What follows belongs to an exercise in optimizing a design on an open flow for small area, a short achievable clock period and few clock cycles; a production flow would make more cautious choices. RTL that was checked went through simulation tests only; none was proved equivalent to the original. Power is estimated from default activity; no workload was simulated.

## exec_unit
module exec_unit (
   input  wire                           CLK,
   input  wire                           arst_n,
   input  wire                           ins_valid,
   input  wire  [exec_pkg::INS_W-1:0]    ins,
   output wire                           busy,
   output wire                           done,
   output wire                           halted,
   output wire                           wr_en,
   output wire  [exec_pkg::REG_AW-1:0]   wr_addr,
   output wire  [exec_pkg::XLEN-1:0]     wr_data,
   output wire  [exec_pkg::FLAG_W-1:0]   flags
);
   localparam int W  = exec_pkg::XLEN;
   localparam int AW = exec_pkg::REG_AW;
   wire                     accept;
   logic                    v_d;
   logic [exec_pkg::INS_W-1:0] ir_d;
   exec_ctrl u_ctrl (
      .CLK(CLK), .arst_n(arst_n), .ins_valid(ins_valid),
      .ins_halt(ins[exec_pkg::OPC_LSB +: exec_pkg::OPC_W] == exec_pkg::OP_HALT),
      .halt_done(halt_w), .accept(accept), .busy(busy), .halted(halted)
   );
   always_ff @(posedge CLK or negedge arst_n) begin
      if (!arst_n) v_d <= 1'b0;
      else         v_d <= accept;
   end
   always_ff @(posedge CLK) ir_d <= ins;
   wire [AW-1:0]               rs_d, rd_d;
   wire [exec_pkg::IMM_W-1:0]  imm5_d;
   wire [exec_pkg::COND_W-1:0] cond_d;
   wire [3:0]                  tt_d;
   wire                        use_imm_d, imm_sext_d, is_add_d, is_sub_d, is_shift_d, shl_d, sar_d;
   wire                        is_setf_d, upd_arith_d, upd_logic_d, reg_write_d, is_halt_d;
   wire [W-1:0]                rs_data, rd_data;
  ...
Size in the first run: ~3900 cells after synthesis, about 1100 flip-flops, ~52000 um2 of cells after synthesis.
clock: 12.0 ns
lec_check: 0
cap_margin: 20
core_margin: 2
core_utilization: 55
cts_buf_list: sky130_fd_sc_hd__clkbuf_8
cts_cluster_size: 30
slew_margin: 20
run.sh (not shown) runs the stock make flow with config.mk's settings and CLKGATE_MAP_FILE= SYNTH_SCRIPT=/design/flow/synth_recipe.tcl, a recipe that flattens the netlist after the stock synthesis.
==> next run, changes <==
==> flow/flow/run.sh (new file) <==
#!/bin/bash
set -euo pipefail
cd "$(dirname "$0")/.."
MARGIN=$(cat flow/margin.txt)
bash standard.sh SETUP_SLACK_MARGIN="$MARGIN" finish > flow_make.log 2>&1
==> flow/flow/margin.txt (new file) <==
8.2
==> flow/standard.sh (new file) <==
#!/bin/bash
# synth_recipe.tcl (not shown) runs the flow's synth.tcl, then flattens the netlist and writes it again
# the make line also repeats each setting of config.mk as NAME=value (left out here)
make -C /OpenROAD-flow-scripts/flow DESIGN_CONFIG=/design/flow/config.mk WORK_HOME=/design/flow/orfs CLKGATE_MAP_FILE= SYNTH_SCRIPT=/design/flow/synth_recipe.tcl "${@:-finish}"
CORE_UTILIZATION = 30   (was 55)
CTS_BUF_LIST = unset   (was sky130_fd_sc_hd__clkbuf_8)
CTS_CLUSTER_SIZE = unset   (was 30)
removed: flow/run.sh
=>
- synthesized cell count does not change
- utilization fell by 26 points
- sequential share of layout area fell by 3.6 points
- via count rose slightly
- clock-buffer cell count fell by 54
- cell count rose by about a fifth
- routed wire length rose by a few percent
No run of this note included a check of the RTL's function; only the layout flow was run.

== job 8563 ==
exec_unit, a different RTL version from the one above (not shown whole).
For scale: ~3,200 cells after synthesis, ~64 I/O pins, ~51,000 um2 of cells after synthesis.
Settings: LEC_CHECK=0, CAP_MARGIN=10, CORE_MARGIN=2, CORE_UTILIZATION=30, SLEW_MARGIN=10, SYNTH_HIERARCHICAL=1; clock period 12.0 ns.
standard.sh (not shown) runs the stock make flow with config.mk's settings and CLKGATE_MAP_FILE= SYNTH_SCRIPT=/design/flow/synth_recipe.tcl, a recipe that flattens the netlist after the stock synthesis.
==> flow/flow/run.sh <==
#!/bin/bash
set -euo pipefail
cd "$(dirname "$0")/.."
args=()
while IFS= read -r line; do
  [[ -z "$line" || "$line" == \#* ]] && continue
  args+=("$line")
done < flow/knobs.txt
bash standard.sh "${args[@]}" finish > flow_make.log 2>&1
==> flow/flow/knobs.txt <==
SETUP_SLACK_MARGIN=8.5
CTS_ARGS=-sink_clustering_enable -repair_clock_nets -dont_use_dummy_load -sink_clustering_size 24 -sink_clustering_max_diameter 150
Testbench counts of job 8563, summed over its fixed seeds: cycles 24,024.
## Diff of input files: job 4854 against job 8563
- swapping 10 for 20 in SLEW_MARGIN
- swapping 10 for 20 in CAP_MARGIN
==> flow/flow/knobs.txt <==
SETUP_SLACK_MARGIN=8.3
CTS_ARGS=-sink_clustering_enable -repair_clock_nets -dont_use_dummy_load -sink_clustering_size 24 -sink_clustering_max_diameter 150
- Transition time of the tightest slew-check pin sits higher in job 4854 than in job 8563.
- STATUS sum of routed wire length over all layers: job 4854 loses against job 8563
- Changes observed in job 4854 relative to job 8563: number of antenna violations at the first check in global routing went down by 10; setup slack now smaller; mean routed wirelength per cell shows an increase of 0.66 um; number of non-clock buffers in the layout has decreased.
- Job 4854 ends up with lower reg2reg setup slack than job 8563 does.
Relative to job 4854, the following input files were edited for job 1827:
==> flow/flow/knobs.txt <==
SETUP_SLACK_MARGIN=8.5
CTS_ARGS=-sink_clustering_enable -repair_clock_nets -dont_use_dummy_load -sink_clustering_size 24 -sink_clustering_max_diameter 150
[summary]
- Job 1827 ended up with sky130_fd_sc_hd__dfrtp_1 as its worst-path cell with the longest stage delay; job 4854 ended up with sky130_fd_sc_hd__dfxtp_2.
- Compared with job 4854, in job 1827 number of antenna violations at the first check in global routing went up; via count shrank by 440; total routed wirelength shrank by 1.5%; post-CTS resize count has increased.
- Summary — maximum clock frequency, job 1827 relative to job 4854: higher, by about 1.5%.
- Overall power of the completed layout across job 4854 and job 1827: no real change.
- The minimum clock period of job 1827 was superior to that of job 4854.

Another version of the RTL of exec_unit (not shown whole).
Size: roughly 3300 cells after synthesis, ~64 I/O pins.
export LEC_CHECK = 0
export CAP_MARGIN = 20
export CORE_MARGIN = 2
export CORE_UTILIZATION = 30
export SLEW_MARGIN = 20
export SYNTH_HIERARCHICAL = 1
create_clock -name core_clock -period 12.0 [get_ports {CLK}]
==> flow/flow/knobs.txt <==
SETUP_SLACK_MARGIN=8.5
CTS_ARGS=-sink_clustering_enable -repair_clock_nets -dont_use_dummy_load -sink_clustering_size 24 -sink_clustering_max_diameter 150
Scripts as last shown in full above: flow/flow/run.sh
The first run finished with timing, DRC and antenna clean.
Testbench counts at the start, summed over its fixed seeds: cycles 24,024.
Rerun with:
==> flow/flow/knobs.txt (replaced) <==
SETUP_SLACK_MARGIN=8.35
CTS_ARGS=-sink_clustering_enable -repair_clock_nets -dont_use_dummy_load -sink_clustering_size 24 -sink_clustering_max_diameter 150
Setup slack is worse by 32 ps.
Sequential power hardly moves.
Non-clock buffer count drops by 24.

Another version of the RTL of exec_unit (not shown whole).
For scale: roughly 1200 flip-flops, ~0.053 sq mm of cells after synthesis.
clock: 12.0 ns
lec_check: 0
cap_margin: 20
core_margin: 2
core_utilization: 30
slew_margin: 20
==> flow/flow/knobs.txt <==
SETUP_SLACK_MARGIN=8.4
CTS_ARGS=-sink_clustering_enable -repair_clock_nets -dont_use_dummy_load
Scripts as last shown in full above: flow/flow/run.sh
The first run produced a clean layout.
Testbench counts at the start, summed over its fixed seeds: cycles 24,024.
Then changed:
==> flow/flow/run.sh (replaced) <==
#!/bin/bash
set -euo pipefail
cd "$(dirname "$0")/.."
MARGIN=$(cat flow/margin.txt)
bash standard.sh SETUP_SLACK_MARGIN="$MARGIN" finish > flow_make.log 2>&1
==> flow/flow/margin.txt (new file) <==
8.2
removed: flow/flow/knobs.txt
Effect:
- The changed run completed with no timing, DRC or antenna violations
- power came out higher by about 5.6%
- die area is unchanged
- first-iteration DRC count came out lower by about 3%
- design area increases by about 0.9%
- wire length grows by 0.30%
- non-clock buffer count shrinks by 10
- count of clock-buffer cells in the layout rose by 39
- worst setup slack got worse by 0.035 ns
- combinational power barely changes

== run 1 ==
exec_unit, a different RTL version from the one above (not shown whole).
Size in the first run: roughly 3,100 cells after synthesis, ~64 I/O pins, roughly 51,000 sq um of cells after synthesis.
==> flow/config.mk <==
export PLATFORM = sky130hd
export DESIGN_NAME = exec_unit
export DESIGN_NICKNAME = exec_unit
export VERILOG_FILES = /design/flow/design.v
export SDC_FILE = /design/flow/constraint.sdc
export NUM_CORES = 4
export LEC_CHECK = 0
export CAP_MARGIN = 20
export CORE_MARGIN = 2
export CORE_UTILIZATION = 30
export SLEW_MARGIN = 20
export SYNTH_HIERARCHICAL = 1
==> flow/constraint.sdc <==
create_clock -name core_clock -period 12.0 [get_ports {CLK}]
set_input_delay 2.4000 -clock core_clock [delete_from_list [all_inputs] [get_ports {CLK}]]
set_output_delay 2.4000 -clock core_clock [all_outputs]
set_load 0.01 [all_outputs]
==> flow/flow/run.sh <==
#!/bin/bash
set -euo pipefail
cd "$(dirname "$0")/.."
args=()
while IFS= read -r line; do
  [[ -z "$line" || "$line" == \#* ]] && continue
  args+=("$line")
done < flow/knobs.txt
bash standard.sh "${args[@]}" finish > flow_make.log 2>&1
==> flow/flow/knobs.txt <==
SETUP_SLACK_MARGIN=8.5
CTS_ARGS=-sink_clustering_enable -repair_clock_nets -dont_use_dummy_load -sink_clustering_size 24 -sink_clustering_max_diameter 150
Run 1 completed; timing, DRC and antenna clean
Testbench counts of run 1, summed over its fixed seeds: cycles 24,024.
Changes in run 2 relative to run 1:
Settings: swapping 30 for 40 in CORE_UTILIZATION.
==> flow/flow/knobs.txt <==
SETUP_SLACK_MARGIN=8.3
CTS_ARGS=-sink_clustering_enable -repair_clock_nets -dont_use_dummy_load -sink_clustering_size 24 -sink_clustering_max_diameter 150
Results
- Run 2 finished all stages; the layout is clean.
- Wire: run 2 routes less than run 1
- Run 2 against run 1: die area now smaller, width of the die now smaller, global-route usage over all layers now larger, non-clock buffer count now larger.
The inputs of run 3 differ from those of run 2 as listed below.
Settings: swapping 40 for 30 in CORE_UTILIZATION.
[summary]
Lower final worst hold slack among run 3 and run 2: run 3. Compared run 3 vs run 2, and met1 layer wirelength in the final routing is down in run 3. Arrival time of data at the critical path endpoint sits lower in run 3 than in run 2. Run 2 → run 3: worst setup slack went up; peak clock frequency supported by timing went up; met2 global-route usage went down.

afterwards: timing with drivers on the ports:
The flow's constraints put no driver on any port. The routed layouts listed below were extracted and timed again, unchanged, in two steps.
Step 1: set_driving_cell puts a clkbuf_16 on CLK and a buf_2 on each other input, an assumption about the parent block.
Step 2 adds t to the input delays and takes it off the output delays; t is the mean of the earliest and latest rising clock arrival at the registers after step 1. Input paths then give back, and output paths get back, about the clock's delay inside the block.
Slacks: no drivers / after step 1 / after step 2; pairs: no drivers / after step 1.
| run | t (ns) | setup WS [ns] | clock arrival spread, ns |
|---|---|---|---|
| the first run of note 1 | 0.954 | 6.954 / 6.954 / 6.954 | 0.048 / 0.048 |
| the second run of note 1 | 0.853 | 7.923 / 7.923 / 7.923 | 0.058 / 0.057 |
| job 8563 | 0.783 | 8.376 / 8.301 / 7.891 | 0.141 / 0.141 |
| job 4854 | 0.785 | 8.323 / 8.241 / 7.909 | 0.080 / 0.080 |
| job 1827 | 0.783 | 8.376 / 8.301 / 7.891 | 0.141 / 0.141 |
| the first run of note 3 | 0.763 | 8.297 / 8.223 / 7.841 | 0.115 / 0.114 |
| the second run of note 3 | 0.768 | 8.265 / 8.187 / 7.802 | 0.102 / 0.102 |
| the first run of note 4 | 0.784 | 8.179 / 8.100 / 8.118 | 0.075 / 0.075 |
| the second run of note 4 | 0.847 | 8.145 / 8.060 / 8.089 | 0.049 / 0.048 |
| run 1 | 0.787 | 8.330 / 8.250 / 7.943 | 0.046 / 0.046 |
| run 2 | 0.754 | 8.265 / 8.192 / 7.771 | 0.085 / 0.086 |
| run 3 | 0.790 | 8.329 / 8.239 / 7.818 | 0.067 / 0.067 |
After both steps setup and hold are still met in every run listed. For run 3, which loses most, drivers alone change the setup slack by -0.090 ns; drivers and shift together by -0.511 ns.
